This is an optimization exercise on Yosys and OpenROAD, whose aim is small area and a short achievable clock period, not a production implementation. Only simulation tests tie the RTL to the original design; equivalence was not proved. Power is estimated from default activity; no workload was simulated.

==> flow/design.v <==
`default_nettype none
package fp32_fmt_pkg;
  localparam int block_size_lp = 32;
  localparam int fp_width_lp = 32;
  localparam int exp_width_lp = 8;
  localparam int frac_width_lp = 23;
  typedef union packed {
    logic [fp_width_lp-1:0] raw;
    struct packed {
      logic                     sign;
      logic [exp_width_lp-1:0]  exp;
      logic [frac_width_lp-1:0] frac;
    } fields;
  } fp32_word_u;
endpackage
`default_nettype wire
`default_nettype none
package bfp_code_pkg;
  localparam int mag_width_lp = 5;
  localparam int code_width_lp = mag_width_lp + 1;
  localparam int shift_width_lp = $clog2(mag_width_lp + 1);
  localparam int latency_lp = 1;
endpackage
`default_nettype wire
`timescale 1ns/10ps
`default_nettype none
import fp32_fmt_pkg::*;
import bfp_code_pkg::*;
module bfp_exp_decode
#(
  parameter int n_p = 8
)
(
  input  logic [n_p-1:0][exp_width_lp-1:0]  exp_i,
  input  logic [n_p-1:0]                    en_i,
  output logic [exp_width_lp-1:0]           max_exp_o,
  output logic [n_p-1:0][mag_width_lp-1:0]  sel_o
);
  localparam int n_step_lp = 3;
  function automatic int lo_c(input int s);
    lo_c = (s == 0) ? 5 : (s == 1) ? 2 : 0;
  endfunction
  function automatic int wd_c(input int s);
    wd_c = (s == 2) ? 2 : 3;
  endfunction
  logic [n_step_lp:0][n_p-1:0]      run;
  logic [exp_width_lp-1:0][n_p-1:0] bits;
  logic [n_p-1:0]                   term;
  logic [3:0]                       any;
  logic [1:0]                       up;
  always_comb begin
    for (int k = 0; k < exp_width_lp; k++) begin
      for (int i = 0; i < n_p; i++) begin
        bits[k][i] = exp_i[i][k];
      end
    end
    run[0] = '1;
    max_exp_o = '0;
    for (int s = 0; s < n_step_lp; s++) begin
      for (int j = wd_c(s) - 1; j >= 0; j--) begin
        for (int pat = 0; pat < 4; pat++) begin
          term = run[s] & bits[lo_c(s) + j];
          for (int q = 0; q < 2; q++) begin
            if (j + 1 + q < wd_c(s) && ((pat >> q) & 1) == 1) term = term & bits[lo_c(s) + j + 1 + q];
          end
          any[pat] = |term;
        end
        up = '0;
        for (int q = 0; q < 2; q++) begin
          if (j + 1 + q < wd_c(s)) up[q] = max_exp_o[lo_c(s) + j + 1 + q];
        end
        max_exp_o[lo_c(s) + j] = any[up];
      end
      run[s+1] = run[s];
      for (int j = 0; j < wd_c(s); j++) begin
        run[s+1] = run[s+1] & (bits[lo_c(s) + j] | {n_p{~max_exp_o[lo_c(s) + j]}});
      end
    end
  end
  logic [5:0] hi_m1;
  logic [3:0] mx_lo;
  for (genvar j = 0; j < 6; j++) begin : g_m1
    if (j == 0) begin : g_b0
      assign hi_m1[j] = ~max_exp_o[2];
    end else begin : g_bj
      assign hi_m1[j] = max_exp_o[2+j] ^ ~(|max_exp_o[2+j-1:2]);
    end
  end
  for (genvar a = 0; a < 4; a++) begin : g_mx
    assign mx_lo[a] = (max_exp_o[1:0] == 2'(a));
  end
  for (genvar i = 0; i < n_p; i++) begin : g_sel
    logic [3:0] ex_lo;
    logic [3:0] pos, neg;
    logic       h0, h1;
    for (genvar a = 0; a < 4; a++) begin : g_ex
      assign ex_lo[a] = (exp_i[i][1:0] == 2'(a));
    end
    always_comb begin
      pos = '0;
      neg = '0;
      for (int v = 0; v < 4; v++) begin
        for (int b = 0; b + v < 4; b++) begin
          pos[v] = pos[v] | (ex_lo[b] & mx_lo[b+v]);
          neg[v] = neg[v] | (mx_lo[b] & ex_lo[b+v]);
        end
      end
    end
    assign h0 = run[2][i];
    assign h1 = (exp_i[i][7:2] == hi_m1);
    assign sel_o[i][0] = en_i[i] & h0 & pos[0];
    assign sel_o[i][1] = en_i[i] & ((h0 & pos[1]) | (h1 & neg[3]));
    assign sel_o[i][2] = en_i[i] & ((h0 & pos[2]) | (h1 & neg[2]));
    assign sel_o[i][3] = en_i[i] & ((h0 & pos[3]) | (h1 & neg[1]));
    assign sel_o[i][4] = en_i[i] & h1 & neg[0];
  end
endmodule
`default_nettype wire
`timescale 1ns/10ps
`default_nettype none
import fp32_fmt_pkg::*;
import bfp_code_pkg::*;
module bfp_align_execute
(
  input  logic [mag_width_lp-1:0]   mag_i,
  input  logic [mag_width_lp-1:0]   sel_i,
  output logic [mag_width_lp-1:0]   mag_o
);
  always_comb begin
    mag_o = '0;
    for (int k = 0; k < mag_width_lp; k++) begin
      mag_o = mag_o | ({mag_width_lp{sel_i[k]}} & (mag_i >> k));
    end
  end
endmodule
`default_nettype wire
`timescale 1ns/10ps
`default_nettype none
import fp32_fmt_pkg::*;
import bfp_code_pkg::*;
module bfp_code_result
(
  input  logic                     clk,
  input  logic                     reset_i,
  input  logic                     valid_i,
  input  logic [exp_width_lp-1:0]  shared_exp_i,
  input  logic [block_size_lp*code_width_lp-1:0]  codes_i,
  output logic                     out_valid_o,
  output logic [exp_width_lp-1:0]  shared_exp_o,
  output logic [block_size_lp*code_width_lp-1:0]  codes_o
);
  always_ff @(posedge clk) begin
    if (reset_i) begin
      out_valid_o  <= 1'b0;
      shared_exp_o <= '0;
      codes_o      <= '0;
    end else begin
      out_valid_o <= valid_i;
      if (valid_i) begin
        shared_exp_o <= shared_exp_i;
        codes_o      <= codes_i;
      end
    end
  end
endmodule
`default_nettype wire
`timescale 1ns/10ps
`default_nettype none
import fp32_fmt_pkg::*;
import bfp_code_pkg::*;
module bfp_quant_top
(
  input  logic                     clk,
  input  logic                     reset_i,
  input  logic                     in_valid_i,
  input  logic [block_size_lp*fp_width_lp-1:0]   block_i,
  output logic                                   out_valid_o,
  output logic [exp_width_lp-1:0]                shared_exp_o,
  output logic [block_size_lp*code_width_lp-1:0] codes_o
);
  logic [block_size_lp-1:0][exp_width_lp-1:0]  exps;
  logic [block_size_lp-1:0]                    nz;
  logic [block_size_lp-1:0][mag_width_lp-1:0]  sel;
  logic [exp_width_lp-1:0]                     max_exp;
  logic [block_size_lp*code_width_lp-1:0]      codes;
  for (genvar i = 0; i < block_size_lp; i++) begin : g_exp
    assign exps[i] = block_i[fp_width_lp*i + frac_width_lp +: exp_width_lp];
    assign nz[i]   = |exps[i];
  end
  bfp_exp_decode #(.n_p(block_size_lp)) u_decode (
    .exp_i     (exps),
    .en_i      (nz),
    .max_exp_o (max_exp),
    .sel_o     (sel)
  );
  for (genvar i = 0; i < block_size_lp; i++) begin : g_word
    logic [mag_width_lp-1:0] mag;
    bfp_align_execute u_shift (
      .mag_i ({1'b1, block_i[fp_width_lp*i + frac_width_lp - mag_width_lp + 1 +: mag_width_lp - 1]}),
      .sel_i (sel[i]),
      .mag_o (mag)
    );
    assign codes[code_width_lp*i +: code_width_lp] = {block_i[fp_width_lp*i + fp_width_lp - 1], mag};
  end
  bfp_code_result u_result (
    .clk          (clk),
    .reset_i      (reset_i),
    .valid_i      (in_valid_i),
    .shared_exp_i (max_exp),
    .codes_i      (codes),
    .out_valid_o  (out_valid_o),
    .shared_exp_o (shared_exp_o),
    .codes_o      (codes_o)
  );
endmodule
`default_nettype wire
Settings: LEC_CHECK=0, ABC_AREA=1, CAP_MARGIN=20, CORE_AREA=5 5 445 445, DIE_AREA=0 0 450 450, PLACE_DENSITY=0.85, SETUP_SLACK_MARGIN=3, SLEW_MARGIN=20, TNS_END_PERCENT=5; clock period 10.0 ns.
standard.sh (not shown) runs the stock make flow with config.mk's settings and CLKGATE_MAP_FILE= SYNTH_SCRIPT=/design/flow/synth_recipe.tcl, a recipe that flattens the netlist after the stock synthesis.
==> flow/flow/run.sh <==
#!/bin/bash
# The standard layout (the standard.sh: standard synthesis script,
# floorplan, placement, CTS, routing) with two changes:
# - synthesis leaves adders to abc: ADDER_MAP_FILE is empty, so Yosys's
#   extract_fa pass does not turn the small subtracts into half/full adder
#   cells (registers, names and flip-flop cells are unchanged);
# - the buffer that placement puts on every input and output port is
#   sky130_fd_sc_hd__buf_1 instead of the default delay cell
#   (clkdlybuf4s50_1). Every port still gets its own buffer.
# standard.sh writes each tool's log under orfs/logs; its own output goes
# to standard.log here.
set -euo pipefail
export ADDER_MAP_FILE=
export BUFFER_PORTS_ARGS="-buffer_cell sky130_fd_sc_hd__buf_1"
bash standard.sh > standard.log 2>&1
The starting point went through all stages and came out clean.
Rerun with:
--- a/flow/config.mk
+++ b/flow/config.mk
@@ -6,5 +6,5 @@
 export NUM_CORES = 4
 export LEC_CHECK = 0
-export ABC_AREA = 1
+export ABC_AREA = 0
 export CAP_MARGIN = 20
 export CORE_AREA = 5 5 445 445
@@ -13,3 +13,2 @@
 export SETUP_SLACK_MARGIN = 3
 export SLEW_MARGIN = 20
-export TNS_END_PERCENT = 5
Effect: The changed run ran to the end with no violations; total power climbs by 18%; worst setup slack degrades by 1700 ps; utilization rose by 1.8 points; cell area climbs by 10%; routed wire length rises by 14%; synthesized cell count shrinks by 30%; sequential share of layout area came out lower by 1.1 points; count of clock-buffer cells in the layout increases by 6; global-route usage goes up by 2.3 points; die area is unchanged; final cell count came out lower by 16%.
Rerun with:
--- a/flow/config.mk
+++ b/flow/config.mk
@@ -6,9 +6,10 @@
 export NUM_CORES = 4
 export LEC_CHECK = 0
-export ABC_AREA = 0
-export CAP_MARGIN = 20
+export ABC_AREA = 1
+export CAP_MARGIN = 5
 export CORE_AREA = 5 5 445 445
 export DIE_AREA = 0 0 450 450
 export PLACE_DENSITY = 0.85
 export SETUP_SLACK_MARGIN = 3
-export SLEW_MARGIN = 20
+export SLEW_MARGIN = 5
+export TNS_END_PERCENT = 5
Result: The changed run went through all stages and came out clean; synthesized cell count goes up by well over a third; cell area fell by roughly a tenth; hold slack gets better by 18 ps; global-route usage falls by 2.3 points; synthesized area went up by roughly a tenth; combinational power shrinks by about a fifth; register-to-register slack stays flat; routed wire length decreases by roughly a tenth; setup slack gets better by 1700 ps; via count rose by a few percent; first-iteration DRC count falls by a quarter to a third.
Rerun with:
--- a/flow/config.mk
+++ b/flow/config.mk
@@ -7,9 +7,9 @@
 export LEC_CHECK = 0
 export ABC_AREA = 1
-export CAP_MARGIN = 5
+export CAP_MARGIN = 20
 export CORE_AREA = 5 5 445 445
 export DIE_AREA = 0 0 450 450
-export PLACE_DENSITY = 0.85
+export GPL_TIMING_DRIVEN = 0
+export PLACE_DENSITY = 0.95
 export SETUP_SLACK_MARGIN = 3
-export SLEW_MARGIN = 5
-export TNS_END_PERCENT = 5
+export SLEW_MARGIN = 20
Setup slack loses 100 ps.
Area after synthesis is unchanged.
Clock-buffer cell count rises by 2.
Critical path depth stays the same.
Rerun with:
--- a/flow/config.mk
+++ b/flow/config.mk
@@ -10,6 +10,5 @@
 export CORE_AREA = 5 5 445 445
 export DIE_AREA = 0 0 450 450
-export GPL_TIMING_DRIVEN = 0
-export PLACE_DENSITY = 0.95
-export SETUP_SLACK_MARGIN = 3
+export PLACE_DENSITY = 0.85
+export SETUP_SLACK_MARGIN = 2.5
 export SLEW_MARGIN = 20
Effect:
- clock power went up by 5.3%
- area after synthesis is unchanged
- first-iteration DRC count goes down by 29%

## what the ideal ports hide
How much do the figures lean on ideal ports? The routed layouts below were timed once more, with nothing changed but the port constraints.
Step 1: set_driving_cell puts a clkbuf_16 on clk and a buf_2 on each other input, an assumption about the parent block.
Step 2 moves the port delays by t, midway between the first and last clock arrival at a register: inputs arrive t later, outputs are due t later. That takes back most of the time a late clock gives input paths.
Slacks: ideal / step 1 / step 2; pairs: ideal / step 1.
run | t, ns | slack for setup (ns) | worst hold slack (ns) | worst setup path after step 2 | pins driven straight from the clock port
the first run | 0.619 | 3.064 / 2.972 / 2.353 | 0.481 / 0.481 / 0.481 | input to register | 1
the second run | 0.642 | 1.336 / 1.294 / 0.652 | 0.463 / 0.463 / 0.463 | input to register | 1
the third run | 0.619 | 3.064 / 2.972 / 2.353 | 0.481 / 0.481 / 0.481 | input to register | 1
the fourth run | 0.641 | 2.961 / 2.880 / 2.239 | 0.488 / 0.488 / 0.488 | input to register | 1
the fifth run | 0.616 | 2.633 / 2.618 / 2.002 | 0.482 / 0.482 / 0.482 | input to register | 1
After both steps every run listed still meets setup and hold. The setup slack of the fourth run, which loses most, moves by -0.081 ns with the drivers and by -0.722 ns with both steps.
